Context: an optimization exercise on an open-source flow, tuned for small area and a short achievable clock period. The choices shown serve that exercise and are no tape-out recipe. In this exercise RTL edits were held to simulation tests only and were not proved equivalent to the original.

==> run Z <==
==> flow/design.v <==
package validator_pkg;
    localparam int W_DEF     = 128;
    localparam int LANES_DEF = 4;
    localparam int DEPTH_DEF = 8;
    localparam int DW_DEF    = 8;
    localparam int CNT_W     = 32;
    function automatic logic [CNT_W-1:0] sat_inc(input logic [CNT_W-1:0] v);
        if (v == {CNT_W{1'b1}}) begin
            sat_inc = v;
        end else begin
            sat_inc = v + 1'b1;
        end
    endfunction
endpackage
module sync_fifo
#(
    parameter int W     = validator_pkg::W_DEF,
    parameter int DEPTH = validator_pkg::DEPTH_DEF
) (
    input  logic         clk,
    input  logic         rst,
    input  logic         wr_en,
    input  logic [W-1:0] wr_data,
    input  logic         rd_en,
    output logic [W-1:0] rd_data,
    output logic         empty,
    output logic         full
);
    localparam int AW = $clog2(DEPTH);
    logic [W-1:0]  mem_q [DEPTH];
    logic [AW:0]   wr_ptr_q, wr_ptr_d;
    logic [AW:0]   rd_ptr_q, rd_ptr_d;
    logic          do_wr;
    logic          do_rd;
    always_comb begin
        empty    = (wr_ptr_q == rd_ptr_q);
        full     = (wr_ptr_q[AW] != rd_ptr_q[AW]) &&
                   (wr_ptr_q[AW-1:0] == rd_ptr_q[AW-1:0]);
        do_wr    = wr_en && !full;
        do_rd    = rd_en && !empty;
        wr_ptr_d = wr_ptr_q + {{AW{1'b0}}, do_wr};
        rd_ptr_d = rd_ptr_q + {{AW{1'b0}}, do_rd};
        rd_data  = mem_q[rd_ptr_q[AW-1:0]];
    end
    always_ff @(posedge clk) begin
        if (rst) begin
            wr_ptr_q <= '0;
            rd_ptr_q <= '0;
        end else begin
            wr_ptr_q <= wr_ptr_d;
            rd_ptr_q <= rd_ptr_d;
        end
    end
    always_ff @(posedge clk) begin
        if (do_wr) begin
            mem_q[wr_ptr_q[AW-1:0]] <= wr_data;
        end
    end
endmodule
module validator_array
#(
    parameter int W     = validator_pkg::W_DEF,
    parameter int LANES = validator_pkg::LANES_DEF,
    parameter int DEPTH = validator_pkg::DEPTH_DEF,
    parameter int DW    = validator_pkg::DW_DEF
) (
    input  logic               clk,
    input  logic               rst,
    input  logic               i_valid,
    input  logic [W-1:0]       i_transaction,
    output logic               i_ready,
    input  logic [DW-1:0]      i_difficulty,
    output logic [LANES-1:0]   lane_valid_o,
    output logic [LANES*W-1:0] lane_data_o,
    input  logic [LANES-1:0]   lane_ack_i,
    input  logic [LANES-1:0]   res_valid_i,
    input  logic [LANES*W-1:0] res_data_i,
    output logic [LANES-1:0]   res_ack_o,
    output logic               o_valid,
    output logic [W-1:0]       o_hash,
    input  logic               o_ready,
    output logic [validator_pkg::CNT_W-1:0]   o_pass_count,
    output logic [validator_pkg::CNT_W-1:0]   o_drop_count
);
    localparam int PW = (LANES > 1) ? $clog2(LANES) : 1;
    localparam logic [PW-1:0] LAST = PW'(LANES - 1);
    logic [LANES-1:0] fifo_empty;
    logic [LANES-1:0] fifo_full;
    logic [LANES-1:0] fifo_wr;
    logic [LANES-1:0] fifo_rd;
    logic [PW-1:0]    dptr_q, dptr_d;
    logic [PW-1:0]    cptr_q, cptr_d;
    logic             rdy_en_q;
    logic             o_valid_q, o_valid_d;
    logic [W-1:0]     o_hash_q, o_hash_d;
    logic [validator_pkg::CNT_W-1:0] pass_cnt_q, pass_cnt_d;
    logic [validator_pkg::CNT_W-1:0] drop_cnt_q, drop_cnt_d;
    logic             pass;
    logic             take;
    logic             res_take;
    always_comb begin
        pass = 1'b1;
        for (int i = 0; i < W; i++) begin
            if (($unsigned(i) < 32'(i_difficulty)) && i_transaction[W-1-i]) begin
                pass = 1'b0;
            end
        end
    end
    always_comb begin
        i_ready = rdy_en_q && !fifo_full[dptr_q];
        take    = i_valid && i_ready;
        fifo_wr = '0;
        fifo_wr[dptr_q] = take && pass;
        dptr_d  = dptr_q;
        if (take && pass) begin
            dptr_d = (dptr_q == LAST) ? '0 : dptr_q + 1'b1;
        end
        pass_cnt_d = (take && pass)  ? validator_pkg::sat_inc(pass_cnt_q) : pass_cnt_q;
        drop_cnt_d = (take && !pass) ? validator_pkg::sat_inc(drop_cnt_q) : drop_cnt_q;
    end
    always_comb begin
        lane_valid_o = ~fifo_empty;
        fifo_rd      = lane_ack_i & ~fifo_empty;
    end
    always_comb begin
        res_take  = res_valid_i[cptr_q] && (!o_valid_q || o_ready) && !rst;
        res_ack_o = '0;
        res_ack_o[cptr_q] = res_take;
        cptr_d    = cptr_q;
        o_valid_d = o_valid_q;
        o_hash_d  = o_hash_q;
        if (res_take) begin
            cptr_d    = (cptr_q == LAST) ? '0 : cptr_q + 1'b1;
            o_valid_d = 1'b1;
            o_hash_d  = res_data_i[cptr_q*W +: W];
        end else if (o_ready) begin
            o_valid_d = 1'b0;
        end
    end
    always_ff @(posedge clk) begin
        if (rst) begin
            dptr_q     <= '0;
            cptr_q     <= '0;
            rdy_en_q   <= 1'b0;
            o_valid_q  <= 1'b0;
            o_hash_q   <= '0;
            pass_cnt_q <= '0;
            drop_cnt_q <= '0;
        end else begin
            dptr_q     <= dptr_d;
            cptr_q     <= cptr_d;
            rdy_en_q   <= 1'b1;
            o_valid_q  <= o_valid_d;
            o_hash_q   <= o_hash_d;
            pass_cnt_q <= pass_cnt_d;
            drop_cnt_q <= drop_cnt_d;
        end
    end
    always_comb begin
        o_valid      = o_valid_q;
        o_hash       = o_hash_q;
        o_pass_count = pass_cnt_q;
        o_drop_count = drop_cnt_q;
    end
    for (genvar k = 0; k < LANES; k++) begin : g_lane
        sync_fifo #(
            .W     (W),
            .DEPTH (DEPTH)
        ) u_fifo (
            .clk     (clk),
            .rst     (rst),
            .wr_en   (fifo_wr[k]),
            .wr_data (i_transaction),
            .rd_en   (fifo_rd[k]),
            .rd_data (lane_data_o[k*W +: W]),
            .empty   (fifo_empty[k]),
            .full    (fifo_full[k])
        );
    end
endmodule
==> flow/run.sh <==
#!/bin/bash
# synth_recipe.tcl (not shown) runs the flow's synth.tcl, then flattens the netlist and writes it again
# the make line also repeats each setting of config.mk as NAME=value (left out here)
make -C /OpenROAD-flow-scripts/flow DESIGN_CONFIG=/design/flow/config.mk WORK_HOME=/design/flow/orfs CLKGATE_MAP_FILE= SYNTH_SCRIPT=/design/flow/synth_recipe.tcl finish
==> flow/config.mk <==
export PLATFORM = sky130hd
export DESIGN_NAME = validator_array
export DESIGN_NICKNAME = validator_array
export VERILOG_FILES = /design/flow/design.v
export SDC_FILE = /design/flow/constraint.sdc
export NUM_CORES = 4
export LEC_CHECK = 0
export CAP_MARGIN = 20
export CORE_MARGIN = 2
export CORE_UTILIZATION = 40
export SLEW_MARGIN = 20
==> flow/constraint.sdc <==
create_clock -name core_clock -period 5.5 [get_ports {clk}]
set_input_delay 1.1000 -clock core_clock [delete_from_list [all_inputs] [get_ports {clk}]]
set_output_delay 1.1000 -clock core_clock [all_outputs]
set_load 0.01 [all_outputs]
==> run B: changes against run Z <==
==> flow/design.v, changed modules only <==
module sync_fifo
#(
    parameter int W     = validator_pkg::W_DEF,
    parameter int DEPTH = validator_pkg::DEPTH_DEF
) (
    input  logic         clk,
    input  logic         rst,
    input  logic [W-1:0] wr_data,
    input  logic         push,
    input  logic         rd_en,
    output logic [W-1:0] rd_data,
    output logic         empty,
    output logic         full
);
    localparam int CW = $clog2(DEPTH + 1);
    logic [DEPTH-1:0] wr_oh_q;
    logic [DEPTH-1:0] rd_oh_q;
    logic [CW-1:0]    cnt_q, cnt_d;
    logic             empty_q, full_q;
    logic             pop;
    logic [W-1:0]     mem_q [DEPTH];
    assign pop   = rd_en && !empty_q;
    assign empty = empty_q;
    assign full  = full_q;
    always_comb begin
        cnt_d = cnt_q;
        if (push && !pop) cnt_d = cnt_q + 1'b1;
        if (!push && pop) cnt_d = cnt_q - 1'b1;
    end
    always_ff @(posedge clk) begin
        if (rst) begin
            wr_oh_q <= DEPTH'(1);
            rd_oh_q <= DEPTH'(1);
            cnt_q   <= '0;
            empty_q <= 1'b1;
            full_q  <= 1'b0;
        end else begin
            if (push) wr_oh_q <= {wr_oh_q[DEPTH-2:0], wr_oh_q[DEPTH-1]};
            if (pop)  rd_oh_q <= {rd_oh_q[DEPTH-2:0], rd_oh_q[DEPTH-1]};
            cnt_q   <= cnt_d;
            empty_q <= (cnt_d == '0);
            full_q  <= (cnt_d == CW'(DEPTH));
        end
    end
    for (genvar j = 0; j < DEPTH; j++) begin : g_slot
        logic [W-1:0] q;
        always_ff @(posedge clk) begin
            if (wr_oh_q[j] && !full_q) q <= wr_data;
        end
        assign mem_q[j] = q;
    end
    always_comb begin
        rd_data = '0;
        for (int j = 0; j < DEPTH; j++) begin
            rd_data = rd_data | (mem_q[j] & {W{rd_oh_q[j]}});
        end
    end
endmodule
module validator_array
#(
    parameter int W     = validator_pkg::W_DEF,
    parameter int LANES = validator_pkg::LANES_DEF,
    parameter int DEPTH = validator_pkg::DEPTH_DEF,
    parameter int DW    = validator_pkg::DW_DEF
) (
    input  logic               clk,
    input  logic               rst,
    input  logic               i_valid,
    input  logic [W-1:0]       i_transaction,
    output logic               i_ready,
    input  logic [DW-1:0]      i_difficulty,
    output logic [LANES-1:0]   lane_valid_o,
    output logic [LANES*W-1:0] lane_data_o,
    input  logic [LANES-1:0]   lane_ack_i,
    input  logic [LANES-1:0]   res_valid_i,
    input  logic [LANES*W-1:0] res_data_i,
    output logic [LANES-1:0]   res_ack_o,
    output logic               o_valid,
    output logic [W-1:0]       o_hash,
    input  logic               o_ready,
    output logic [validator_pkg::CNT_W-1:0]   o_pass_count,
    output logic [validator_pkg::CNT_W-1:0]   o_drop_count
);
    logic [LANES-1:0] fifo_empty;
    logic [LANES-1:0] fifo_full;
    logic [LANES-1:0] fifo_wr;
    logic [LANES-1:0] dsel_q;       
    logic [LANES-1:0] csel_q;       
    logic             rdy_q;        
    logic             o_valid_q;
    logic [W-1:0]     o_hash_q, o_hash_d;
    logic [validator_pkg::CNT_W-1:0] pass_cnt_q;
    logic [validator_pkg::CNT_W-1:0] drop_cnt_q;
    logic             pass;
    logic             take;
    logic             take_pass;
    logic [LANES-1:0] dsel_nx;
    logic [LANES-1:0] stuck;        
    logic             rdy_stay, rdy_adv;
    logic             res_ok;
    logic             res_take;
    always_comb begin
        pass = 1'b1;
        for (int i = 0; i < W; i++) begin
            if (($unsigned(i) < 32'(i_difficulty)) && i_transaction[W-1-i]) begin
                pass = 1'b0;
            end
        end
    end
    assign take      = i_valid && rdy_q;
    assign take_pass = take && pass;
    assign fifo_wr   = dsel_q & {LANES{take_pass}};
    assign dsel_nx   = {dsel_q[LANES-2:0], dsel_q[LANES-1]};
    assign stuck     = fifo_full & ~lane_ack_i;
    assign rdy_stay  = ~|(dsel_q  & stuck);
    assign rdy_adv   = ~|(dsel_nx & stuck);
    always_comb begin
        lane_valid_o = ~fifo_empty;
        i_ready      = rdy_q;
    end
    always_comb begin
        res_ok    = (!o_valid_q || o_ready) && !rst;
        res_ack_o = res_valid_i & csel_q & {LANES{res_ok}};
        res_take  = |res_ack_o;
        o_hash_d  = '0;
        for (int k = 0; k < LANES; k++) begin
            o_hash_d = o_hash_d | (res_data_i[k*W +: W] & {W{csel_q[k]}});
        end
    end
    always_ff @(posedge clk) begin
        if (rst) begin
            dsel_q     <= LANES'(1);
            csel_q     <= LANES'(1);
            rdy_q      <= 1'b0;
            o_valid_q  <= 1'b0;
            pass_cnt_q <= '0;
            drop_cnt_q <= '0;
        end else begin
            if (take_pass) dsel_q <= dsel_nx;
            if (res_take)  csel_q <= {csel_q[LANES-2:0], csel_q[LANES-1]};
            rdy_q      <= take_pass ? rdy_adv : rdy_stay;
            o_valid_q  <= res_take || (o_valid_q && !o_ready);
            if (take_pass)         pass_cnt_q <= validator_pkg::sat_inc(pass_cnt_q);
            if (take && !pass)     drop_cnt_q <= validator_pkg::sat_inc(drop_cnt_q);
        end
    end
    always_ff @(posedge clk) begin
        if (!o_valid_q || o_ready) o_hash_q <= o_hash_d;
    end
    always_comb begin
        o_valid      = o_valid_q;
        o_hash       = o_hash_q;
        o_pass_count = pass_cnt_q;
        o_drop_count = drop_cnt_q;
    end
    for (genvar k = 0; k < LANES; k++) begin : g_lane
        sync_fifo #(
            .W     (W),
            .DEPTH (DEPTH)
        ) u_fifo (
            .clk     (clk),
            .rst     (rst),
            .wr_data (i_transaction),
            .push    (fifo_wr[k]),
            .rd_en   (lane_ack_i[k]),
            .rd_data (lane_data_o[k*W +: W]),
            .empty   (fifo_empty[k]),
            .full    (fifo_full[k])
        );
    end
endmodule
==> flow_metrics.py <==
metrics = {
    "power_and_ir_drop": {
        "ir_worst_vdd_mv": 0.3412,
        "p_leak_uw": 0.06135,
    },
    "logic_synthesis": {
        "ys_seq_area_frac": 0.8172,
    },
    "timing": {
        "max_freq_mhz": 201.1,
        "worst_hold_slack_ps": 491.9,
    },
    "layout": {
        "instances_no_fill": 16230,
        "sh_seq_area": 0.6652,
        "fillerInstances": 32560,
    },
    "floorplan": {
        "initial_utilization": 0.4020,
    },
    "placement": {
        "dpl_cell_area_um2": 181200,
    },
    "run_status": {
        "run_status": "complete, no violations",
    },
    "routing": {
        "wl_met3_mm": 91.86,
        "final_wirelength_mm": 719.7,
    },
    "worst_hold_path": {
        "min_delay_path_depth": 1,
    },
}
(the above is from run B)
==> flow_metrics.py <==
metrics = {
    "run_status": {
        "run_status": "complete, no violations",
    },
    "timing": {
        "max_freq_mhz": 193.4,
        "worst_hold_slack_ps": 460.4,
        "final-max-slew-violation-count": 0,
    },
    "floorplan": {
        "initial_utilization": 0.4013,
    },
    "layout": {
        "instances_no_fill": 15930,
        "sh_seq_area": 0.6069,
    },
    "routing": {
        "wl_met3_mm": 50.34,
        "final_wirelength_mm": 622.8,
        "route.detailed.drc": 0,
    },
    "placement": {
        "dpl_cell_area_um2": 194700,
    },
    "power_and_ir_drop": {
        "p_leak_uw": 0.06540,
        "ir_worst_vdd_mv": 0.3100,
    },
    "cts": {
        "clock_network_latency_to_the_later_pin_of_the_worst_skew_pair_ps": 1010,
    },
    "worst_hold_path": {
        "min_delay_path_depth": 2,
    },
    "setup_path": {
        "timing.critical_path.max_delay_family": "buffers and inverters",
    },
    "logic_synthesis": {
        "ys_seq_area_frac": 0.7637,
    },
}
(the above is from run Z)

==> re-timing with driven ports <==
The results above use ideal ports. As a check the final layouts listed here were re-extracted and re-timed, cells and wires unchanged.
Step 1, drivers: a clkbuf_16 drives clk and a buf_2 each remaining input, both assumed.
Step 2 also shifts input and output timing later by t, the mid clock arrival at the registers, as if the neighbouring blocks saw the same clock.
a / b / c = ideal ports / drivers / drivers and shift; a / b = the first two.
run | t, ns | slack for setup (ns) | pins driven straight from the clock port
run Z | 1.123 | 0.330 / 0.182 / -0.494 | 1
run B | 1.102 | 0.528 / 0.402 / -0.198 | 1
With both steps, setup timing fails in run Z and run B, where it was met with ideal ports. For run Z, which loses most, drivers alone change the setup slack by -0.148 ns; drivers and shift together by -0.824 ns.
